Context: an optimization exercise on an open-source flow, tuned for small area, a short achievable clock period and few clock cycles per item. The choices shown serve that exercise and are no tape-out recipe.
No functional check of the RTL was part of any run shown here.
No activity file was given, so power comes from the tool's default toggle rates.

File: design.v
package fusion_pkg;
  typedef enum logic [1:0] {
    MODE_TRUNC    = 2'd0,
    MODE_ROUND    = 2'd1,
    MODE_PASS_NEW = 2'd2,
    MODE_PASS_OLD = 2'd3
  } mode_e;
  function automatic int beats_per_frame(input int image_dim, input int pixels_per_beat);
    beats_per_frame = (image_dim * image_dim) / pixels_per_beat;
  endfunction
  function automatic int cnt_width(input int n);
    cnt_width = (n > 1) ? $clog2(n) : 1;
  endfunction
endpackage
module fusion_lane
(
  input  logic       clk,
  input  logic       en,           
  input  logic       frc_one,      
  input  logic       frc_zero,     
  input  logic       c_half,       
  input  logic       c_pass,       
  input  logic       sel_y,        
  input  logic       sel_x,        
  input  logic [7:0] x_in,
  input  logic [7:0] y_in,
  input  logic [7:0] d_in,
  output logic [7:0] fused
);
  logic [7:0] deff;
  logic [7:0] pp0, pp1, pp2, pp3, pp4, pp5, pp6, pp7;
  logic [15:0] row_a, row_b, sum;
  logic [7:0] blend;
  logic s1, c2, s3, c4, s5, c6, s7, c8, s9, c10, s11, c12, s13, c14, s15, c16, s17, c18, s19, c20, s21, c22, s23, c24, s25, c26, s27, c28, s29, c30, s31, c32, s33, c34, s35, c36, s37, c38, s39, c40, s41, c42, s43, c44, s45, c46, s47, c48, s49, c50, s51, c52, s53, c54, s55, c56, s57, c58, s59, c60, s61, c62, s63, c64, s65, c66, s67, c68, s69, c70, s71, c72, s73, c74, s75, c76, s77, c78, s79, c80, s81, c82, s83, c84, s85, c86;
  assign deff = d_in;
  assign pp0 = deff[0] ? y_in : x_in;
  assign pp1 = deff[1] ? y_in : x_in;
  assign pp2 = deff[2] ? y_in : x_in;
  assign pp3 = deff[3] ? y_in : x_in;
  assign pp4 = deff[4] ? y_in : x_in;
  assign pp5 = deff[5] ? y_in : x_in;
  assign pp6 = deff[6] ? y_in : x_in;
  assign pp7 = deff[7] ? y_in : x_in;
  assign s1 = pp0[6] ^ pp1[5];
  assign c2 = pp0[6] & pp1[5];
  assign s3 = c_half ^ pp0[7] ^ pp1[6];
  assign c4 = (c_half & pp0[7]) | (c_half & pp1[6]) | (pp0[7] & pp1[6]);
  assign s5 = pp2[5] ^ pp3[4] ^ pp4[3];
  assign c6 = (pp2[5] & pp3[4]) | (pp2[5] & pp4[3]) | (pp3[4] & pp4[3]);
  assign s7 = pp5[2] ^ pp6[1];
  assign c8 = pp5[2] & pp6[1];
  assign s9 = pp1[7] ^ pp2[6] ^ pp3[5];
  assign c10 = (pp1[7] & pp2[6]) | (pp1[7] & pp3[5]) | (pp2[6] & pp3[5]);
  assign s11 = pp4[4] ^ pp5[3] ^ pp6[2];
  assign c12 = (pp4[4] & pp5[3]) | (pp4[4] & pp6[2]) | (pp5[3] & pp6[2]);
  assign s13 = pp2[7] ^ pp3[6] ^ pp4[5];
  assign c14 = (pp2[7] & pp3[6]) | (pp2[7] & pp4[5]) | (pp3[6] & pp4[5]);
  assign s15 = pp0[4] ^ pp1[3];
  assign c16 = pp0[4] & pp1[3];
  assign s17 = pp0[5] ^ pp1[4] ^ pp2[3];
  assign c18 = (pp0[5] & pp1[4]) | (pp0[5] & pp2[3]) | (pp1[4] & pp2[3]);
  assign s19 = pp3[2] ^ pp4[1];
  assign c20 = pp3[2] & pp4[1];
  assign s21 = pp2[4] ^ pp3[3] ^ pp4[2];
  assign c22 = (pp2[4] & pp3[3]) | (pp2[4] & pp4[2]) | (pp3[3] & pp4[2]);
  assign s23 = pp5[1] ^ pp6[0] ^ s1;
  assign c24 = (pp5[1] & pp6[0]) | (pp5[1] & s1) | (pp6[0] & s1);
  assign s25 = pp7[0] ^ c2 ^ s7;
  assign c26 = (pp7[0] & c2) | (pp7[0] & s7) | (c2 & s7);
  assign s27 = s3 ^ s5;
  assign c28 = s3 & s5;
  assign s29 = pp7[1] ^ c8 ^ c4;
  assign c30 = (pp7[1] & c8) | (pp7[1] & c4) | (c8 & c4);
  assign s31 = c6 ^ s9 ^ s11;
  assign c32 = (c6 & s9) | (c6 & s11) | (s9 & s11);
  assign s33 = pp5[4] ^ pp6[3] ^ pp7[2];
  assign c34 = (pp5[4] & pp6[3]) | (pp5[4] & pp7[2]) | (pp6[3] & pp7[2]);
  assign s35 = c10 ^ c12 ^ s13;
  assign c36 = (c10 & c12) | (c10 & s13) | (c12 & s13);
  assign s37 = pp3[7] ^ pp4[6] ^ pp5[5];
  assign c38 = (pp3[7] & pp4[6]) | (pp3[7] & pp5[5]) | (pp4[6] & pp5[5]);
  assign s39 = pp6[4] ^ pp7[3] ^ c14;
  assign c40 = (pp6[4] & pp7[3]) | (pp6[4] & c14) | (pp7[3] & c14);
  assign s41 = pp4[7] ^ pp5[6] ^ pp6[5];
  assign c42 = (pp4[7] & pp5[6]) | (pp4[7] & pp6[5]) | (pp5[6] & pp6[5]);
  assign s43 = pp0[3] ^ pp1[2];
  assign c44 = pp0[3] & pp1[2];
  assign s45 = pp2[2] ^ pp3[1] ^ pp4[0];
  assign c46 = (pp2[2] & pp3[1]) | (pp2[2] & pp4[0]) | (pp3[1] & pp4[0]);
  assign s47 = pp5[0] ^ c16 ^ s19;
  assign c48 = (pp5[0] & c16) | (pp5[0] & s19) | (c16 & s19);
  assign s49 = c20 ^ c18 ^ s21;
  assign c50 = (c20 & c18) | (c20 & s21) | (c18 & s21);
  assign s51 = c22 ^ c24 ^ s25;
  assign c52 = (c22 & c24) | (c22 & s25) | (c24 & s25);
  assign s53 = c26 ^ c28 ^ s29;
  assign c54 = (c26 & c28) | (c26 & s29) | (c28 & s29);
  assign s55 = s33 ^ c30 ^ c32;
  assign c56 = (s33 & c30) | (s33 & c32) | (c30 & c32);
  assign s57 = c34 ^ s37 ^ c36;
  assign c58 = (c34 & s37) | (c34 & c36) | (s37 & c36);
  assign s59 = pp7[4] ^ c38 ^ s41;
  assign c60 = (pp7[4] & c38) | (pp7[4] & s41) | (c38 & s41);
  assign s61 = pp5[7] ^ pp6[6] ^ pp7[5];
  assign c62 = (pp5[7] & pp6[6]) | (pp5[7] & pp7[5]) | (pp6[6] & pp7[5]);
  assign s63 = pp0[2] ^ pp1[1];
  assign c64 = pp0[2] & pp1[1];
  assign s65 = pp2[1] ^ pp3[0] ^ s43;
  assign c66 = (pp2[1] & pp3[0]) | (pp2[1] & s43) | (pp3[0] & s43);
  assign s67 = c44 ^ s15 ^ s45;
  assign c68 = (c44 & s15) | (c44 & s45) | (s15 & s45);
  assign s69 = c46 ^ s17 ^ s47;
  assign c70 = (c46 & s17) | (c46 & s47) | (s17 & s47);
  assign s71 = c48 ^ s23 ^ s49;
  assign c72 = (c48 & s23) | (c48 & s49) | (s23 & s49);
  assign s73 = s27 ^ c50 ^ s51;
  assign c74 = (s27 & c50) | (s27 & s51) | (c50 & s51);
  assign s75 = s31 ^ c52 ^ s53;
  assign c76 = (s31 & c52) | (s31 & s53) | (c52 & s53);
  assign s77 = s35 ^ c54 ^ s55;
  assign c78 = (s35 & c54) | (s35 & s55) | (c54 & s55);
  assign s79 = s39 ^ c56 ^ s57;
  assign c80 = (s39 & c56) | (s39 & s57) | (c56 & s57);
  assign s81 = c40 ^ s59 ^ c58;
  assign c82 = (c40 & s59) | (c40 & c58) | (s59 & c58);
  assign s83 = c42 ^ s61 ^ c60;
  assign c84 = (c42 & s61) | (c42 & c60) | (s61 & c60);
  assign s85 = pp6[7] ^ pp7[6] ^ c62;
  assign c86 = (pp6[7] & pp7[6]) | (pp6[7] & c62) | (pp7[6] & c62);
  assign row_a = {1'b0, c86, c84, c82, c80, c78, c76, c74, c72, c70, c68, c66, c64, s63, pp0[1], pp0[0]};
  assign row_b = {1'b0, pp7[7], s85, s83, s81, s79, s77, s75, s73, s71, s69, s67, s65, pp2[0], pp1[0], 1'b0};
  assign sum = row_a + row_b;
  assign blend = sum[15:8];
  logic [7:0] res;
  assign res = sel_y ? y_in : sel_x ? x_in : blend;
  always_ff @(posedge clk)
    if (en) fused <= res;
endmodule
module fusion_blend_v2
#(
  parameter int PIXELS_PER_BEAT = 16,
  parameter int PIX_W           = 8,
  parameter int WGT_W           = 8,
  parameter int IMAGE_DIM       = 512
) (
  input  logic                             clk,
  input  logic                             rst,
  input  logic [1:0]                       mode,
  input  logic                             in_valid,
  output logic                             in_ready,
  input  logic [PIX_W*PIXELS_PER_BEAT-1:0] old_frame,
  input  logic [PIX_W*PIXELS_PER_BEAT-1:0] new_frame,
  input  logic [WGT_W*PIXELS_PER_BEAT-1:0] weight,
  output logic                             out_valid,
  input  logic                             out_ready,
  output logic [PIX_W*PIXELS_PER_BEAT-1:0] fused_frame,
  output logic                             out_last,
  output logic                             frame_done
);
  localparam int BPF   = fusion_pkg::beats_per_frame(IMAGE_DIM, PIXELS_PER_BEAT);
  localparam int CNT_W = fusion_pkg::cnt_width(BPF);
  localparam logic [CNT_W-1:0] LAST_IDX = CNT_W'(BPF - 1);
  localparam int NST = 1;    
  localparam bit CUT = 0;    
  localparam bit PASSMUX = 1;
  logic             en, acc, out_hs, first_beat, is_last, hold0;
  logic             mode_ok_q;
  fusion_pkg::mode_e mode_q, mode_s2_q, mode_late;
  logic [NST-1:0]   v_q, last_q;
  logic             done_q;
  logic [CNT_W-1:0] cnt_q;
  assign en     = !v_q[NST-1] || out_ready;
  assign out_hs = v_q[NST-1] && out_ready;
  assign first_beat = (cnt_q == '0);
  assign is_last    = (cnt_q == LAST_IDX);
  assign hold0    = first_beat && !mode_ok_q;
  assign in_ready = en && !hold0;
  assign acc      = in_valid && in_ready;
  always_ff @(posedge clk) begin
    if (rst) begin
      mode_ok_q <= 1'b0;
      mode_q    <= fusion_pkg::MODE_TRUNC;
      cnt_q     <= '0;
      v_q       <= '0;
      done_q    <= 1'b0;
    end else begin
      if (in_valid && hold0) begin
        mode_q    <= fusion_pkg::mode_e'(mode);
        mode_ok_q <= 1'b1;
      end
      if (acc) begin
        cnt_q <= is_last ? '0 : cnt_q + CNT_W'(1);
        if (first_beat) mode_ok_q <= 1'b0;
      end
      if (en) v_q <= NST'({v_q, in_valid && !hold0});
      done_q <= out_hs && last_q[NST-1];
    end
  end
  always_ff @(posedge clk)
    if (en) begin
      last_q    <= NST'({last_q, is_last});
      mode_s2_q <= mode_q;
    end
  assign mode_late = mode_q;
  logic frc_one, frc_zero, c_half, c_pass, sel_x, sel_y;
  assign frc_one  = !PASSMUX && (mode_q == fusion_pkg::MODE_PASS_NEW);
  assign frc_zero = !PASSMUX && (mode_q == fusion_pkg::MODE_PASS_OLD);
  assign c_half   = PASSMUX ? (mode_late == fusion_pkg::MODE_ROUND) : (mode_late != fusion_pkg::MODE_TRUNC);
  assign c_pass   = !PASSMUX && mode_late[1];
  assign sel_y    = (mode_q == fusion_pkg::MODE_PASS_NEW);
  assign sel_x    = (mode_q == fusion_pkg::MODE_PASS_OLD);
  for (genvar i = 0; i < PIXELS_PER_BEAT; i++) begin : g_lane
    fusion_lane u_lane (
      .clk      (clk),
      .en       (en),
      .frc_one  (frc_one),
      .frc_zero (frc_zero),
      .c_half   (c_half),
      .c_pass   (c_pass),
      .sel_y    (sel_y),
      .sel_x    (sel_x),
      .x_in     (old_frame[i*PIX_W +: PIX_W]),
      .y_in     (new_frame[i*PIX_W +: PIX_W]),
      .d_in     (weight[i*WGT_W +: WGT_W]),
      .fused    (fused_frame[i*PIX_W +: PIX_W])
    );
  end
  assign out_valid  = v_q[NST-1];
  assign out_last   = last_q[NST-1];
  assign frame_done = done_q;
endmodule
File: run.sh
#!/bin/bash
# synth_recipe.tcl (not shown) runs the flow's synth.tcl, then flattens the netlist and writes it again
# the make line also repeats each setting of config.mk as NAME=value (left out here)
make -C /OpenROAD-flow-scripts/flow DESIGN_CONFIG=/design/flow/config.mk WORK_HOME=/design/flow/orfs CLKGATE_MAP_FILE= SYNTH_SCRIPT=/design/flow/synth_recipe.tcl finish
File: config.mk
export PLATFORM = sky130hd
export DESIGN_NAME = fusion_blend_v2
export DESIGN_NICKNAME = fusion_blend_v2
export VERILOG_FILES = /design/flow/design.v
export SDC_FILE = /design/flow/constraint.sdc
export NUM_CORES = 4
export LEC_CHECK = 0
export CAP_MARGIN = 20
export CORE_MARGIN = 2
export CORE_UTILIZATION = 40
export SLEW_MARGIN = 20
File: constraint.sdc
create_clock -name core_clock -period 5.5 [get_ports {clk}]
set_input_delay 1.1000 -clock core_clock [delete_from_list [all_inputs] [get_ports {clk}]]
set_output_delay 1.1000 -clock core_clock [all_outputs]
set_load 0.01 [all_outputs]
==> results of run 1 <==
==> through the flow <==
stage / setup TNS [ps] / cells / hold WS [ps] / utilization (%)
2_1_floorplan: 0 / 4176 / 460 / -
3_3_place_gp: -28370 / 6459 / 476 / 51.0
3_5_place_dp: -30280 / 6459 / 493 / 51.0
4_1_cts: 0 / 6491 / 507 / 51.5
5_1_grt: 0 / 6507 / 529 / 51.8
6_report: 0 / 6512 / 505 / 51.9
==> what timing repair did <==
| action | 4_1_cts | 5_1_grt |
|---|---|---|
| endpoints found under the setup margin | 0 | 43 |
| hold endpoints to repair | 0 | 0 |
| setup buffers | 0 | 6 |
| resized for setup | 0 | 60 |
==> cells by family after synthesis <==
kind of cell               count (synthesis)  share of synthesized area, %
AOI/OAI and AO/OA                        449                          7.04
xor gates and xnor gates                 113                          2.46
adders and majority gates                898                          37.2
buffers and inverters                   1072                          9.76
DFF                                      148                          10.3
muxes                                   1092                          28.5
and+or+nand+nor                          404                          4.82
==> worst min-delay path by stage <==
stage	to	slack [ps]	depth (start not counted)
final	mode_ok_q	500	2
after floorplan	mode_ok_q	460	2
after global placement	mode_ok_q	480	2
after CTS	mode_ok_q	510	2
after global routing	mode_ok_q	530	2
after detailed placement	mode_ok_q	490	2
==> Yosys cell counts (43+ instances only) <==
cell type	n	share of area, %
nand2b_1	58	0.88
edfxtp_1	129	9.3
clkbuf_1	267	2.4
nor2_1	101	0.92
mux2i_1	396	9.6
nor3_1	43	0.52
a21oi_1	118	1.4
nand2_1	80	0.72
o21ai_0	94	1.1
xnor2_1	71	1.5
buf_1	60	0.54
o211ai_1	51	0.92
ha_1	322	9.7
inv_1	738	6.7
fa_1	560	27
mux2_2	696	19
==> worst max-delay path, stage by stage <==
cell and delay, ps:
clkdlybuf4s50_1 500, mux2_2 350, maj3_1 410, fa_1 560, inv_1 60, fa_1 520
fa_1 550, inv_1 40, ha_1 360, o2111ai_1 150, a31oi_2 220, o2111ai_1 170
nand4b_1 220, buf_4 160, nand2_1 50, a221oi_1 260
==> registers in the layout, summed over array words and instances, names as in the netlist <==
| name | count |
|---|---|
| mode_q | 2 |
| mode_ok_q | 1 |
| g_lane.u_lane.fused | 128 |
| done_q | 1 |
| v_q | 1 |
| last_q | 1 |
| cnt_q | 14 |
==> where the power goes <==
part / switching [mW] / internal (mW) / total [mW]
clock: 0.702 / 0.636 / 1.34
combinational: 10.1 / 10.1 / 20.2
sequential: 0.284 / 2.44 / 2.72
==> cells in the final DEF, fill, tap and decap left out, drive strengths merged, types with 5 or more instances in the layout <==
cell type        n
inv            750
buf            721
mux2           696
fa             560
clkdlybuf4s50  499
mux2i          396
ha             322
edfxtp         129
a21oi          118
nor2           101
o21ai           98
nand2           80
xnor2           71
nand2b          58
o211ai          51
nor3            43
a21o            40
xor2            40
nand3           37
a211oi          26
o31ai           23
dlymetal6s2s    22
o21a            20
or3             19
dfxtp           19
clkbuf          18
nor2b           17
maj3            16
diode           15
and3            11
nand4           11
a31oi           10
o2111ai          7
a41o             6
and2             6
o31a             6
o21bai           6
or2              5
o41ai            5
==> metal layers <==
layer  GRT usage (%)  routed length [µm]  vias up
li1                -                   -    15800
met1            30.8               55100    16600
met2            40.6               60600      702
met3            3.79                5860      177
met5               0                 227        -
met4            6.66                2810       36
==> area by class of cell <==
type | count | area share (%)
Multi-Input combinational cell | 2956 | 62.3
Timing Repair Buffer | 1242 | 20.1
Sequential cell | 148 | 7.96
Inverter | 739 | 5.18
Tap cell | 1380 | 3.23
Clock buffer | 18 | 0.842
Clock inverter | 14 | 0.281
Antenna cell | 15 | 0.0701
==> key figures, run 1 <==
Floorplanning
  • Die outline height: 326 µm
  • # IOs: 522
  • DIE WIDTH: 326 µm
  • Site Rows: 118
  • Initial Util: 40.1%
  • Die area: 106000 µm²
  • Total core area: 103000 µm²

Flow run
  • MaxCap Viol Count: 0

Global route
  • GRT Residual Overflow: 0
  • Antenna violations before repair: 31
  • All-Layer GR Usage: 23.7%
  • Vias in the first global route: 35600
  • First-pass GRT wire length: 199000 µm
  • Largest net degree at the start of global routing: 165

Setup path
  • Worst reg2reg setup slack: 770 ps
  • R2R depth: 16
  • Crit Path Max Fanout: 4
  • Worst R2R Start: mode_q[0]
  • CP Data Required Time: 5840 ps
  • CP Launch Type: primary input
  • Arrival time worst endpoint: 5690 ps
  • Reg2reg end: g_lane[15].u_lane.fused[7]
  • WS Path Type: primary input to flip-flop
  • Nature of the critical path endpoint: flip-flop
  • Crit path launch: weight[1]
  • Worst Setup EP: g_lane[0].u_lane.fused[7]

Logic synthesis
  • Avg Cell Area, Syn: 9.92 µm²
  • Prevailing post-synth register cell: edfxtp_1
  • Number of synthesized flops with an enable pin: 129
  • Ys async rst share: 0%
  • Cells after Synth: 4176
  • Synth warn: 2
  • Net Count, Synth: 5448
  • Synthesized flop and latch total: 148
  • Post-Syn Area: 41400 µm²
  • Seq/Total Area, Yosys: 10.3%
  • Netlist cell types: 69

STA
  • RSZ-0062 raised after global routing: no
  • Final hold vios: 0
  • Clock Skew: 14.2 ps
  • Final setup violation count: 0
  • Setup ws final: 154 ps
  • Slew at the pin with the worst max-slew slack: 942 ps
  • Fmax: 187 MHz
  • Crit share post-route: 97.2%
  • Slew HR: 37.2%
  • Fin crit period: 5350 ps
  • Slew Viols, Final: 0

Routing
  • DRC Markers: 0
  • Per-cell routed wire length: 19.1 µm
  • ANT nets after route: 0
  • Vias per inst: 5.12
  • Routed vias: 33400
  • Pre-antenna DRT Iters: 5
  • Final WL: 125000 µm
  • Initial DRC Count: 1413

Clocking
  • H-tree depth: 4
  • CTS sink count: 148
  • CTS tree: done
  • Clock-pin slew on the worst setup and hold paths: 90 ps
  • Num CTS Buffers: 17
  • Clk root buf: clkbuf_16
  • Clk latency of the worst-skew pair: 520 ps
  • CTS Buffer Depth: 2
  • CTS hold repair buffers: 0

Layout
  • # nets final: 6376
  • Fraction of layout cells with a size suffix above 1: 29.2%
  • Fill count: 9446
  • Storage element area: 4260 µm²
  • Synthesis-to-finish area growth: 29.2%
  • Design area: 53500 µm²
  • Area taken by multi-input logic gates: 33300 µm²

Placed design
  • PortBufs: 521
  • Placer congestion estimate: 0.888
  • Placed Area: 52600 µm²
  • Hpwl dp: 102000 µm
  • Dpl ws: -507 ps

Power
  • Pleak: 25.1 nW
  • Total Power: 24.3 mW
  • Peak supply drop: 0.290 mV
  • Pwr dens: 454 nW/µm²

Run status
  • Status: complete, no violations

Worst hold path
  • HP Class: flip-flop to flip-flop
  • Hold Crit Start: mode_ok_q
==> inputs of run 2 (changes only) <==
--- a/config.mk
+++ b/config.mk
@@ -9,3 +9,4 @@
 export CORE_MARGIN = 2
 export CORE_UTILIZATION = 40
+export SETUP_SLACK_MARGIN = 1.5
 export SLEW_MARGIN = 20
==> key figures, run 2 <==
Placed design
  • Placed instance count: 6455 (-0.062%)
  • Hpwl dp: 103000 µm (+0.43%)
  • Placer congestion estimate: 0.891 (+0.36%)
  • PortBufs: 521 (unchanged)

STA
  • Fmax: 211 MHz (+13%)
  • Setup TNS: 0 ps (unchanged)
  • Crit share post-route: 86.2% (-11 points)
  • Slew HR: 30.7% (-6.5 points)
  • Clock Skew: 17.6 ps (+3.42 ps)
  • WHS: 501 ps (-3.51 ps)
  • Final setup violation count: 0 (unchanged)
  • Fin crit period: 4740 ps (-604 ps)
  • Slew Viols, Final: 0 (unchanged)
  • Final hold vios: 0 (unchanged)
  • Slew at the pin with the worst max-slew slack: 1040 ps (+96.8 ps)
  • RSZ-0062 raised after global routing: yes

Layout
  • Most frequent cells in the layout: buf_4 (740), inv_1 (583), mux2_2 (539)
  • Fin util: 56.9% (+5.1 points)
  • Max reg flops: 128 (unchanged)
  • Leading cell type in the layout, fill and taps excluded: buf_4
  • Biggest register: g_lane.u_lane.fused
  • # nets final: 6551 (+2.7%)
  • Largest regs: g_lane.u_lane.fused: 128 flops, cnt_q: 14 flops, mode_q: 2 flops
  • Non-Filler Instances: 6686 (+2.7%)
  • Fill count: 8936 (-5.4%)
  • Area taken by multi-input logic gates: 37600 µm² (+13%)
  • Synthesis-to-finish area growth: 41.8%
  • Fraction of layout cells with a size suffix above 1: 49.7% (+20 points)
  • Storage element area: 4260 µm² (unchanged)

Global route
  • All-Layer GR Usage: 24.7% (+1.0 points)
  • Largest net degree at the start of global routing: 165 (unchanged)
  • First-pass GRT wire length: 208000 µm (+4.2%)
  • GRT Residual Overflow: 0 (unchanged)
  • Antenna violations before repair: 24 (-23%)
  • Vias in the first global route: 37200 (+4.4%)

Setup path
  • CP Launch Type: primary input
  • Crit Path Max Fanout: 3 (-1)
  • WS Path Type: primary input to flip-flop
  • Arrival time worst endpoint: 4980 ps (-710 ps)
  • CP Data Required Time: 5740 ps (-100 ps)
  • Nature of the critical path endpoint: flip-flop

Floorplanning
  • # IOs: 522 (unchanged)
  • Initial Util: 40.1% (unchanged)
  • Die outline height: 326 µm (unchanged)
  • Total core area: 103000 µm² (unchanged)
  • Die area: 106000 µm² (unchanged)
  • DIE WIDTH: 326 µm (unchanged)
  • Site Rows: 118 (unchanged)

Logic synthesis
  • Top-area cell type share of the netlist area: 27.1% (unchanged)
  • Netlist cell types: 69 (unchanged)
  • Cells after Synth: 4176 (unchanged)
  • Net Count, Synth: 5448 (unchanged)
  • Prevailing post-synth register cell: edfxtp_1
  • Number of synthesized flops with an enable pin: 129 (unchanged)
  • Seq/Total Area, Yosys: 10.3% (unchanged)
  • Post-Syn Area: 41400 µm² (unchanged)
  • Ys async rst share: 0% (unchanged)
  • Largest area contributor in the netlist: fa_1
  • Synthesized flop and latch total: 148 (unchanged)
  • Synth top area cells: fa_1 (27%), mux2_2 (19%), ha_1 (9.7%)
  • Count leader, synth: inv_1
  • Synth warn: 2 (unchanged)
  • Avg Cell Area, Syn: 9.92 µm² (unchanged)
  • Post-synth top cells: inv_1 (738), mux2_2 (696), fa_1 (560)

Power
  • Peak supply drop: 0.371 mV (+28%)
  • Pleak: 27.0 nW (+7.8%)
  • Pwr dens: 556 nW/µm² (+22%)

Run status
  • Status: complete, no violations

Clocking
  • Clock-pin slew on the worst setup and hold paths: 80 ps (about the same)
  • Clk root buf: clkbuf_16
  • Clk latency of the worst-skew pair: 530 ps (about the same)
  • CTS hold repair buffers: 0 (unchanged)
  • CTS tree: done
  • CTS Buffer Depth: 2 (unchanged)
  • CTS sink count: 148 (unchanged)
  • H-tree depth: 4 (unchanged)
  • Num CTS Buffers: 17 (unchanged)

Routing
  • Initial DRC Count: 1350 (-4.5%)
  • Per-cell routed wire length: 19.7 µm (+3.1%)
  • Routed vias: 34400 (+3.0%)
  • Final WL: 132000 µm (+5.9%)
  • Vias per inst: 5.14 (+0.30%)
  • DRC Markers: 0 (unchanged)
  • Pre-antenna DRT Iters: 5 (unchanged)
  • ANT nets after route: 0 (unchanged)

Worst hold path
  • HP Class: flip-flop to flip-flop

Flow run
  • MaxCap Viol Count: 0 (unchanged)
-- run 2: cell counts after synthesis --
Identical to the previous run, type by type.
-- run 2: cell families (layout without fill, tap and decap cells) --
logic type | Yosys count | count (layout) | share of synthesized area (%)
other | 0 | 14 | 0
muxes | 1092 | 1092 | 28.5
DFF | 148 | 148 | 10.3
and+or+nand+nor | 404 | 404 | 4.82
AOI/OAI and AO/OA | 449 | 449 | 7.04
buffers and inverters | 1072 | 2188 | 9.76
xor gates and xnor gates | 113 | 113 | 2.46
adders and majority gates | 898 | 898 | 37.2
-- run 2: critical path: stages --
cell,delay [ps]
buf_6,90
buf_6,120
mux2_4,260
maj3_2,300
fa_2,530
inv_2,40
fa_1,450
fa_1,510
inv_2,50
ha_4,240
and2_4,140
a22oi_2,140
buf_4,150
buf_4,100
buf_6,90
nand2_4,60
o21ai_2,120
nand2b_1,80
xnor2_1,170
buf_4,140
o21ai_0,80
-- run 2: cell type report --
type	instances	share of cell area, %
antenna	14	0.0596
clock buffer	21	0.839
clock inverter	11	0.153
inverter	739	4.73
multi-input combinational	2956	64.0
sequential	148	7.25
tap	1380	2.94
timing repair buffer	1417	20.1
-- run 2: worst paths after layout --
kind	from	endpoint	slack, ps	cells past startpoint
min reg2reg	cnt_q[4]	cnt_q[4]	500	2
min	cnt_q[4]	cnt_q[4]	500	2
max reg2reg	mode_q[1]	g_lane[9].u_lane.fused[4]	980	17
max	new_frame[102]	g_lane[12].u_lane.fused[2]	760	21
-- run 2: metrics by stage --
step | power, mW | worst slack [ps] | instance area, µm²
6_report | 32.6 | 759 | 58700
5_1_grt | 35.4 | 653 | 58700
2_1_floorplan | 16.8 | 332 | 44300
4_1_cts | 30.2 | 618 | 57200
3_5_place_dp | 24.8 | -396 | 54200
3_3_place_gp | 24.6 | -384 | 54200
-- run 2: where the power goes --
group	internal [mW]	total, mW	switching, mW
logic	14.9	28.6	13.7
registers	2.44	2.70	0.265
clock network	0.649	1.32	0.668
-- run 2: what timing repair did --
item / CTS / global route
setup buffers: 123 / 61
pin swaps: 445 / 359
gates cloned: 1 / 0
resized for setup: 1854 / 436
hold endpoints to repair: 0 / 0
setup endpoints to repair: 128 / 128
-- run 2: routing by layer --
layer	track usage, %	wire length, µm	up-vias
met5	0	100	-
met4	7.16	3140	16
met3	3.48	5260	146
met2	42.1	64600	678
met1	32.7	58900	17400
li1	-	-	16200
==> inputs of run 3 (changes only) <==
--- a/config.mk
+++ b/config.mk
@@ -9,4 +9,4 @@
 export CORE_MARGIN = 2
 export CORE_UTILIZATION = 40
-export SETUP_SLACK_MARGIN = 1.5
+export SETUP_SLACK_MARGIN = 1.0
 export SLEW_MARGIN = 20
==> key figures, run 3 <==
STA
  • Final setup violation count: 0 (unchanged)
  • Setup TNS: 0 ps (unchanged)
  • Crit share post-route: 86.4% (+0.22 points)
  • Slew Viols, Final: 0 (unchanged)
  • Slew HR: 27.9% (-2.8 points)
  • Fin crit period: 4750 ps (+11.9 ps)
  • Fmax: 210 MHz (-0.25%)
  • Slew at the pin with the worst max-slew slack: 1080 ps (+42.3 ps)
  • RSZ-0062 raised after global routing: yes
  • Clock Skew: 16.1 ps (-1.50 ps)
  • Final hold vios: 0 (unchanged)

Logic synthesis
  • Synth warn: 2 (unchanged)
  • Complex-gate fraction of the synthesized area: 7.04% (unchanged)
  • Largest area contributor in the netlist: fa_1
  • Multiplexer share of the synthesized area: 28.5% (unchanged)
  • Seq/Total Area, Yosys: 10.3% (unchanged)
  • Synth top area cells: fa_1 (27%), mux2_2 (19%), ha_1 (9.7%)
  • Largest family of logic cells by synthesized area: adder cells
  • Adder-cell share of the synthesized area: 37.2% (unchanged)
  • Cells after Synth: 4176 (unchanged)
  • Post-Syn Area: 41400 µm² (unchanged)
  • Avg Cell Area, Syn: 9.92 µm² (unchanged)
  • Synthesized flop and latch total: 148 (unchanged)
  • Top-area cell type share of the netlist area: 27.1% (unchanged)
  • Synth Area in Simple Gates: 4.82% (unchanged)
  • Prevailing post-synth register cell: edfxtp_1
  • Net Count, Synth: 5448 (unchanged)
  • Post-synth top cells: inv_1 (738), mux2_2 (696), fa_1 (560)
  • Count leader, synth: inv_1
  • Netlist cell types: 69 (unchanged)
  • Ys async rst share: 0% (unchanged)
  • Number of synthesized flops with an enable pin: 129 (unchanged)
  • Synth Area in XOR/XNOR: 2.46% (unchanged)

Clocking
  • Num CTS Buffers: 17 (unchanged)
  • CTS tree: done
  • Clk latency of the worst-skew pair: 520 ps (about the same)
  • Clock-pin slew on the worst setup and hold paths: 90 ps (about the same)
  • H-tree depth: 4 (unchanged)
  • CTS Buffer Depth: 2 (unchanged)
  • CTS sink count: 148 (unchanged)
  • CTS hold repair buffers: 0 (unchanged)
  • Clk root buf: clkbuf_16

Setup path
  • Nature of the critical path endpoint: flip-flop
  • Worst reg2reg setup slack: 910 ps (-70 ps)
  • CP Launch Type: primary input
  • WS Path Type: primary input to flip-flop
  • Arrival time worst endpoint: 5000 ps (+20 ps)
  • Crit Path Max Fanout: 5 (+2)
  • CP Data Required Time: 5740 ps (about the same)
  • R2R depth: 16 (-1)
  • Worst R2R Start: mode_q[0]
  • Crit path launch: weight[100]
  • Reg2reg end: g_lane[15].u_lane.fused[7]

Power
  • Sw frac: 45.8% (+0.83 points)
  • Pwr dens: 526 nW/µm² (-5.3%)
  • Net Switching: 13.9 mW (-5.1%)
  • Combinational Power Share: 86.8% (-0.9 points)
  • Sequential power share: 8.9% (+0.6 points)
  • Peak supply drop: 0.393 mV (+6.0%)
  • Pleak: 26.6 nW (-1.5%)
  • Power share of the clock group: 4.3% (+0.3 points)
  • Int Power: 16.5 mW (-8.3%)

Routing
  • Final WL: 127000 µm (-3.9%)
  • Initial DRC Count: 1522 (+13%)
  • ANT nets after route: 0 (unchanged)
  • Pre-antenna DRT Iters: 6 (+1)
  • Routed vias: 34000 (-1.1%)
  • Per-cell routed wire length: 19.2 µm (-2.9%)
  • Vias per inst: 5.14 (about the same)
  • DRC Markers: 0 (unchanged)

Global route
  • Largest net degree at the start of global routing: 132 (-20%)
  • All-Layer GR Usage: 23.8% (-0.95 points)
  • GRT Residual Overflow: 0 (unchanged)
  • First-pass GRT wire length: 201000 µm (-3.2%)
  • Antenna violations before repair: 21 (-13%)
  • Vias in the first global route: 36300 (-2.3%)

Worst hold path
  • Hold path cells: 2 (unchanged)
  • WHS Endpoint: mode_ok_q
  • Hold Crit Start: mode_ok_q
  • HP Class: flip-flop to flip-flop

Placed design
  • Hpwl dp: 100000 µm (-2.5%)
  • PortBufs: 521 (unchanged)
  • Placer congestion estimate: 0.868 (-2.6%)

Flow run
  • MaxCap Viol Count: 0 (unchanged)

Layout
  • Fin util: 56.0% (-0.95 points)
  • Fraction of layout cells with a size suffix above 1: 47.9% (-1.8 points)
  • Synthesis-to-finish area growth: 39.4%
  • Largest regs: g_lane.u_lane.fused: 128 flops, cnt_q: 14 flops, mode_q: 2 flops
  • Most frequent cells in the layout: buf_4 (723), inv_1 (585), mux2_2 (538)
  • Biggest register: g_lane.u_lane.fused
  • Leading cell type in the layout, fill and taps excluded: buf_4
  • # nets final: 6483 (-1.0%)
  • Max reg flops: 128 (unchanged)

Floorplanning
  • Initial Util: 40.1% (unchanged)
  • DIE WIDTH: 326 µm (unchanged)
  • Site Rows: 118 (unchanged)
  • Total core area: 103000 µm² (unchanged)
  • # IOs: 522 (unchanged)
  • Die area: 106000 µm² (unchanged)
  • Die outline height: 326 µm (unchanged)

Run status
  • Status: complete, no violations
==> run 3: power groups by stage <==
stage	Clock (mW)	Sequential, mW	Combinational [mW]
final	1.31	2.69	26.4
after global routing	1.39	2.73	29.0
after CTS	1.37	2.70	24.2
after detailed placement	0	2.72	21.6
after global placement	0	2.73	21.3
after floorplan	0	2.86	14.0
==> run 3: final cells by class <==
cell class | instances | area (µm²)
tap | 1380 | 1730
sequential | 148 | 4260
clock inverter | 15 | 176
antenna | 8 | 20.0
fill | 8985 | 45400
clock buffer | 17 | 425
multi-input combinational | 2956 | 37200
inverter | 739 | 2780
timing repair buffer | 1349 | 11200
==> run 3: per-stage QoR <==
step / total power, mW / hold WS (ps) / instances / area [µm²] / worst slack (ps)
3_3_place_gp: 24.1 / 477 / 6423 / 54000 / -280
3_5_place_dp: 24.3 / 488 / 6423 / 54000 / -300
4_1_cts: 28.3 / 501 / 6547 / 56300 / 728
2_1_floorplan: 16.8 / 460 / 4176 / 44300 / 317
5_1_grt: 33.2 / 549 / 6609 / 57800 / 655
6_report: 30.4 / 504 / 6612 / 57800 / 747
==> run 3: critical path, cell delays in order <==
cell and delay (ps):
buf_12 110, mux2_4 300, fa_1 550, inv_2 40, fa_2 330, inv_2 60, fa_1 420, inv_2 70
fa_1 410, inv_2 80, ha_4 190, or2_4 230, a21oi_4 150, buf_6 120, a311oi_4 30, o21a_1 240
or3_1 360, a21oi_2 140, a21oi_1 50
==> run 3: cells by family (layout without fill, tap and decap cells) <==
group           Yosys count  after routing
flops                   148            148
compound gates          449            449
fa+ha+maj               898            898
xor+xnor                113            113
mux                    1092           1092
simple gates            404            404
buf+inv                1072           2120
other cells               0              8
==> run 3: worst max-delay path by stage <==
stage | to | slack (ps) | cells after the start
floorplan | g_lane[15].u_lane.fused[7] | 320 | 16
CTS | g_lane[12].u_lane.fused[7] | 730 | 17
global placement | g_lane[15].u_lane.fused[7] | -280 | 17
finish | g_lane[12].u_lane.fused[5] | 750 | 19
detailed placement | g_lane[15].u_lane.fused[7] | -300 | 17
global route | g_lane[10].u_lane.fused[7] | 650 | 18
==> run 3: routing by layer <==
| layer | global-route usage, % | wire (µm) |
|---|---|---|
| met1 | 31.2 | 55600 |
| met2 | 39.8 | 61200 |
| met3 | 4.20 | 6050 |
| met4 | 7.39 | 3640 |
| met5 | 0 | 195 |
==> run 3: what timing repair did <==
item,in CTS,in global routing
pin swaps,357,386
endpoints found under the setup margin,128,114
buffers inserted,92,57
hold endpoints to repair,0,0
resized for setup,1564,594

==> re-timing with driven ports <==
The flow's constraints put no driver on any port. The routed layouts listed below were extracted and timed again, unchanged, in two steps. Step 1, drivers: a clkbuf_16 drives clk and a buf_2 each remaining input, both assumed. Step 2 moves the port delays by t, midway between the first and last clock arrival at a register: inputs arrive t later, outputs are due t later. That takes back most of the time a late clock gives input paths. a / b / c = ideal / step 1 / step 2; a / b = the first two.
| run | t, ns | slack for setup (ns) | worst hold slack (ns) | worst slew at a driven data input, ns | cell pins on the clock port's net |
|---|---|---|---|---|---|
| run 1 | 0.577 | 0.154 / 0.185 / -0.391 | 0.505 / 0.505 / 0.505 | 0.13 | 1 |
| run 2 | 0.583 | 0.759 / 0.788 / 0.206 | 0.501 / 0.501 / 0.501 | 0.15 | 1 |
| run 3 | 0.577 | 0.747 / 0.761 / 0.185 | 0.504 / 0.504 / 0.504 | 0.14 | 1 |
Met with ideal ports but missed after step 2: setup timing in run 1. For run 3, which loses most, drivers alone change the setup slack by +0.014 ns; drivers and shift together by -0.562 ns.
